Context: an optimization exercise on an open-source flow, tuned for small area, a short achievable clock period and few clock cycles per item. The choices shown serve that exercise and are no tape-out recipe. Function was checked by simulation only, so behaviour that the tests miss may differ from the original. No activity file was given, so power comes from the tool's default toggle rates.

==> flow/design.v <==
module line_mem_engine #(
    parameter int WORDS_PER_LINE = 16,
    parameter int LINE_BITS      = 32 * WORDS_PER_LINE
) (
    input  logic                 clk,
    input  logic                 rst,
    input  logic                 req_valid,
    output logic                 req_ready,
    input  logic                 req_wr,
    input  logic [31:0]          req_addr,
    input  logic [LINE_BITS-1:0] req_wdata,
    output logic                 resp_valid,
    output logic [LINE_BITS-1:0] resp_rdata,
    output logic                 mem_valid,
    input  logic                 mem_ready,
    output logic                 mem_we,
    output logic [31:0]          mem_addr,
    output logic [31:0]          mem_wdata,
    input  logic                 mem_rvalid,
    input  logic [31:0]          mem_rdata,
    output logic                 err
);
    logic        rdy_q;      
    logic        busy_q;     
    logic        val_q;      
    logic        resp_q;
    logic        err_q;
    logic [3:0]  cnt_q;      
    logic [4:0]  out_q;      
    logic        rdok_q;     
    logic        m_idle_q;   
    logic        m_wlast_q;  
    logic        m_wb_q;     
    logic        m_rd_q;     
    logic        we_q;
    logic [25:0] base_q;
    logic [LINE_BITS-1:0] line_q;
    logic xfer, rd_ok, beat, idle, last_cmd, wfin, last_beat, fin, pre;
    logic rdy_n, val_n, we_n, idle_n;
    logic [4:0] out_n;
    logic [3:0] cnt_n;
    assign xfer      = val_q & mem_ready;
    assign rd_ok     = rdok_q;
    assign beat      = mem_rvalid & rd_ok;
    assign idle      = rdy_q & ~val_q;
    assign last_cmd  = (cnt_q == 4'd15);
    assign wfin      = xfer & we_q & last_cmd;
    assign last_beat = beat & ~val_q & (out_q == 5'd1);
    assign fin       = wfin | last_beat;
    assign pre       = req_valid & (wfin | (last_beat & ~req_wr));
    assign rdy_n  = fin | (rdy_q & ~req_valid);
    assign val_n  = pre | (idle & req_valid) | (val_q & ~(xfer & last_cmd));
    assign we_n   = (idle | fin) ? req_wr : we_q;
    assign cnt_n  = cnt_q + {3'd0, xfer};
    assign idle_n = rdy_n & ~val_n;
    always_comb begin
        out_n = out_q;
        if (xfer && !we_q && !beat)
            out_n = out_q + 5'd1;
        else if (!(xfer && !we_q) && beat)
            out_n = out_q - 5'd1;
    end
    always_ff @(posedge clk or negedge rst) begin
        if (!rst) begin
            rdy_q     <= 1'b1;
            busy_q    <= 1'b0;
            val_q     <= 1'b0;
            resp_q    <= 1'b0;
            err_q     <= 1'b0;
            cnt_q     <= 4'd0;
            out_q     <= 5'd0;
            rdok_q    <= 1'b0;
            m_idle_q  <= 1'b1;
            m_wlast_q <= 1'b0;
            m_wb_q    <= 1'b0;
            m_rd_q    <= 1'b0;
        end else begin
            rdy_q     <= rdy_n;
            busy_q    <= ~rdy_n;
            val_q     <= val_n;
            resp_q    <= fin;
            cnt_q     <= cnt_n;
            out_q     <= out_n;
            rdok_q    <= (out_n != 5'd0);
            if (mem_rvalid && !rd_ok) err_q <= 1'b1;
            m_idle_q  <= idle_n;
            m_wlast_q <= ~idle_n & we_n & (cnt_n == 4'd15);
            m_wb_q    <= ~idle_n & we_n & (cnt_n != 4'd15);
            m_rd_q    <= ~idle_n & ~we_n;
        end
    end
    always_ff @(posedge clk) begin
        if (idle || fin) begin
            we_q   <= req_wr;
            base_q <= req_addr[31:6];
        end
    end
    logic s_ld, s_sh, s_hd;
    assign s_ld = m_idle_q | (m_wlast_q & mem_ready);
    assign s_sh = (m_wb_q & mem_ready) | (m_rd_q & mem_rvalid & rd_ok);
    assign s_hd = ~s_ld & ~s_sh;
    always_ff @(posedge clk) begin
        line_q <= ({LINE_BITS{s_ld}} & req_wdata)
                | ({LINE_BITS{s_sh}} & {mem_rdata, line_q[LINE_BITS-1:32]})
                | ({LINE_BITS{s_hd}} & line_q);
    end
    assign req_ready  = ~busy_q;
    assign resp_valid = resp_q;
    assign resp_rdata = line_q;
    assign mem_valid  = val_q;
    assign mem_we     = we_q;
    assign mem_addr   = {base_q, cnt_q, 2'b00};
    assign mem_wdata  = line_q[31:0];
    assign err        = err_q;
endmodule
==> flow/config.mk <==
export PLATFORM = sky130hd
export DESIGN_NAME = line_mem_engine
export DESIGN_NICKNAME = line_mem_engine
export VERILOG_FILES = /design/flow/design.v
export SDC_FILE = /design/flow/constraint.sdc
export NUM_CORES = 4
export LEC_CHECK = 0
export ABC_AREA = 1
export CAP_MARGIN = 20
export CORE_AREA = 6 6 414 414
export CTS_CLUSTER_DIAMETER = 100
export CTS_CLUSTER_SIZE = 22
export DIE_AREA = 0 0 420 420
export GPL_ROUTABILITY_DRIVEN = 0
export SETUP_SLACK_MARGIN = 3.15
export SLEW_MARGIN = 20
==> flow/constraint.sdc <==
create_clock -name core_clock -period 5.5 [get_ports {clk}]
set_input_delay 1.1000 -clock core_clock [delete_from_list [all_inputs] [get_ports {clk}]]
set_output_delay 1.1000 -clock core_clock [all_outputs]
set_load 0.01 [all_outputs]
standard.sh (not shown) runs the stock make flow with config.mk's settings and CLKGATE_MAP_FILE= SYNTH_SCRIPT=/design/flow/synth_recipe.tcl, a recipe that flattens the netlist after the stock synthesis.
==> flow/flow/run.sh <==
#!/bin/bash
# Standard ORFS layout with two changes: the smallest buffer on every input
# and output port instead of the default port-buffer cell, and the data
# pins of each bit column of the line register placed side by side, in
# shift order (flow/io.tcl), before the standard pin placement.
set -euo pipefail
export BUFFER_PORTS_ARGS="-buffer_cell sky130_fd_sc_hd__buf_1"
export PRE_IO_PLACEMENT_TCL="$(pwd)/flow/io.tcl"
bash standard.sh > standard_flow.log 2>&1
==> flow/flow/io.tcl <==
# Pin order: each of the 32 bit columns of the line shift register gets
# its pins side by side, in shift order: mem_rdata[c], then for words 15
# down to 0 the word's req_wdata and resp_rdata bits, then mem_wdata[c].
# Eight columns go on each edge; the other pins are placed freely.
set edges {bottom right top left}
for {set e 0} {$e < 4} {incr e} {
  set pins {}
  for {set c [expr {$e * 8}]} {$c < [expr {$e * 8 + 8}]} {incr c} {
    lappend pins "mem_rdata\[$c\]"
    for {set j 15} {$j >= 0} {incr j -1} {
      set k [expr {32 * $j + $c}]
      lappend pins "req_wdata\[$k\]" "resp_rdata\[$k\]"
    }
    lappend pins "mem_wdata\[$c\]"
  }
  set_io_pin_constraint -pin_names $pins -region [lindex $edges $e]:* -group -order
}
Testbench counts at the start, summed over its fixed seeds: cycles 37,500, items 1,600.
Next try:
Settings changed: CTS_CLUSTER_DIAMETER 100 to 80, CTS_CLUSTER_SIZE 22 to 18, GPL_ROUTABILITY_DRIVEN 0 to unset, SETUP_SLACK_MARGIN 3.15 to 3.13.
Non-clock buffer count fell by 6.
Worst hold slack improves by 46 ps.
Die area is unchanged.
Area after synthesis stays the same.
Clock power rose by 16%.
Next try:
Settings changed: CTS_CLUSTER_DIAMETER 80 to 100, CTS_CLUSTER_SIZE 18 to 22, SETUP_SLACK_MARGIN 3.13 to 3.4.
=> The changed run completed with no timing, DRC or antenna violations; first-iteration DRC count went up by 37%; global-route usage climbs by 1.4 points; final area came out higher by 29%; non-clock buffer count grows by 480; core utilization grows by 5.1 points; worst setup slack improved by 63 ps.
Next try:
Settings changed: SETUP_SLACK_MARGIN 3.4 to 3.13.
Clock-buffer cell count does not change.
Clock power is about the same.
Sequential share of layout area climbs by 7.1 points.
Register-to-register slack got worse by 150 ps.
Flip-flop and latch count is unchanged.
Fmax went up slightly.
Non-clock buffer count went down by 476.
Total power fell by a quarter to a third.
Cell count decreases by a little under a tenth.
Next try:
==> flow/flow/io.tcl (replaced) <==
# Pin plan. Each of the 32 bit columns of the line shift register gets its
# pins side by side, in shift order: mem_rdata[c], then for words 15 down to
# 0 the word's req_wdata and resp_rdata bits, then mem_wdata[c]. Nine
# columns go on each of the bottom, right and top edges and five on the
# left, where the handshake, clock and reset pins sit between the second
# and third column, so that the select lines they drive reach every part of
# the line register about equally fast. The other pins are placed freely.
set ctl {req_valid req_ready req_wr resp_valid mem_valid mem_we err rst mem_ready clk mem_rvalid}

proc column_pins {c} {
  set pins [list "mem_rdata\[$c\]"]
  for {set j 15} {$j >= 0} {incr j -1} {
    set k [expr {32 * $j + $c}]
    lappend pins "req_wdata\[$k\]" "resp_rdata\[$k\]"
  }
  lappend pins "mem_wdata\[$c\]"
  return $pins
}
set c 0
foreach {side n} {bottom 9 right 9 top 9 left 5} {
  set pins {}
  for {set i 0} {$i < $n} {incr i} {
    if {$side eq "left" && $i == 2} { set pins [concat $pins $ctl] }
    set pins [concat $pins [column_pins $c]]
    incr c
  }
  set region $side:*
  if {$side eq "left"} { set region left:80-340 }
  set_io_pin_constraint -pin_names $pins -region $region -group -order
}
Settings changed: SETUP_SLACK_MARGIN 3.13 to 3.15.
The new run completed with no timing, DRC or antenna violations; final cell count stays flat; sequential power is higher by a few percent; synthesized area stays the same; worst setup slack got worse by 170 ps; routed wire length increases by a few percent; core utilization increases by 0.54 points; power rose by a few percent; count of clock-buffer cells in the layout stays the same.

## separate check: timing with driven ports
No port has a modelled driver above. Below, the same layouts with a new extraction and two added sets of constraints.
Step 1 assumes that a clkbuf_16 drives the clock port and a buf_2 every other input.
Step 2 adds t to the input delays and takes it off the output delays; t is the mean of the earliest and latest rising clock arrival at the registers after step 1. Input paths then give back, and output paths get back, about the clock's delay inside the block.
a / b / c = ideal / step 1 / step 2; a / b = the first two.
| run | t (ns) | setup WS [ns] | worst slew at a driven data input, ns |
|---|---|---|---|
| the first run | 0.704 | 3.195 / 3.127 / 2.545 | 0.07 |
| the second run | 0.661 | 3.123 / 3.114 / 2.453 | 0.07 |
| the third run | 0.712 | 3.186 / 3.121 / 2.724 | 0.07 |
| the fourth run | 0.706 | 3.194 / 3.127 / 2.528 | 0.07 |
| the fifth run | 0.698 | 3.024 / 3.047 / 2.350 | 0.06 |
After both steps setup and hold are still met in every run listed. For the fifth run, which loses most, drivers alone change the setup slack by +0.023 ns; drivers and shift together by -0.674 ns.
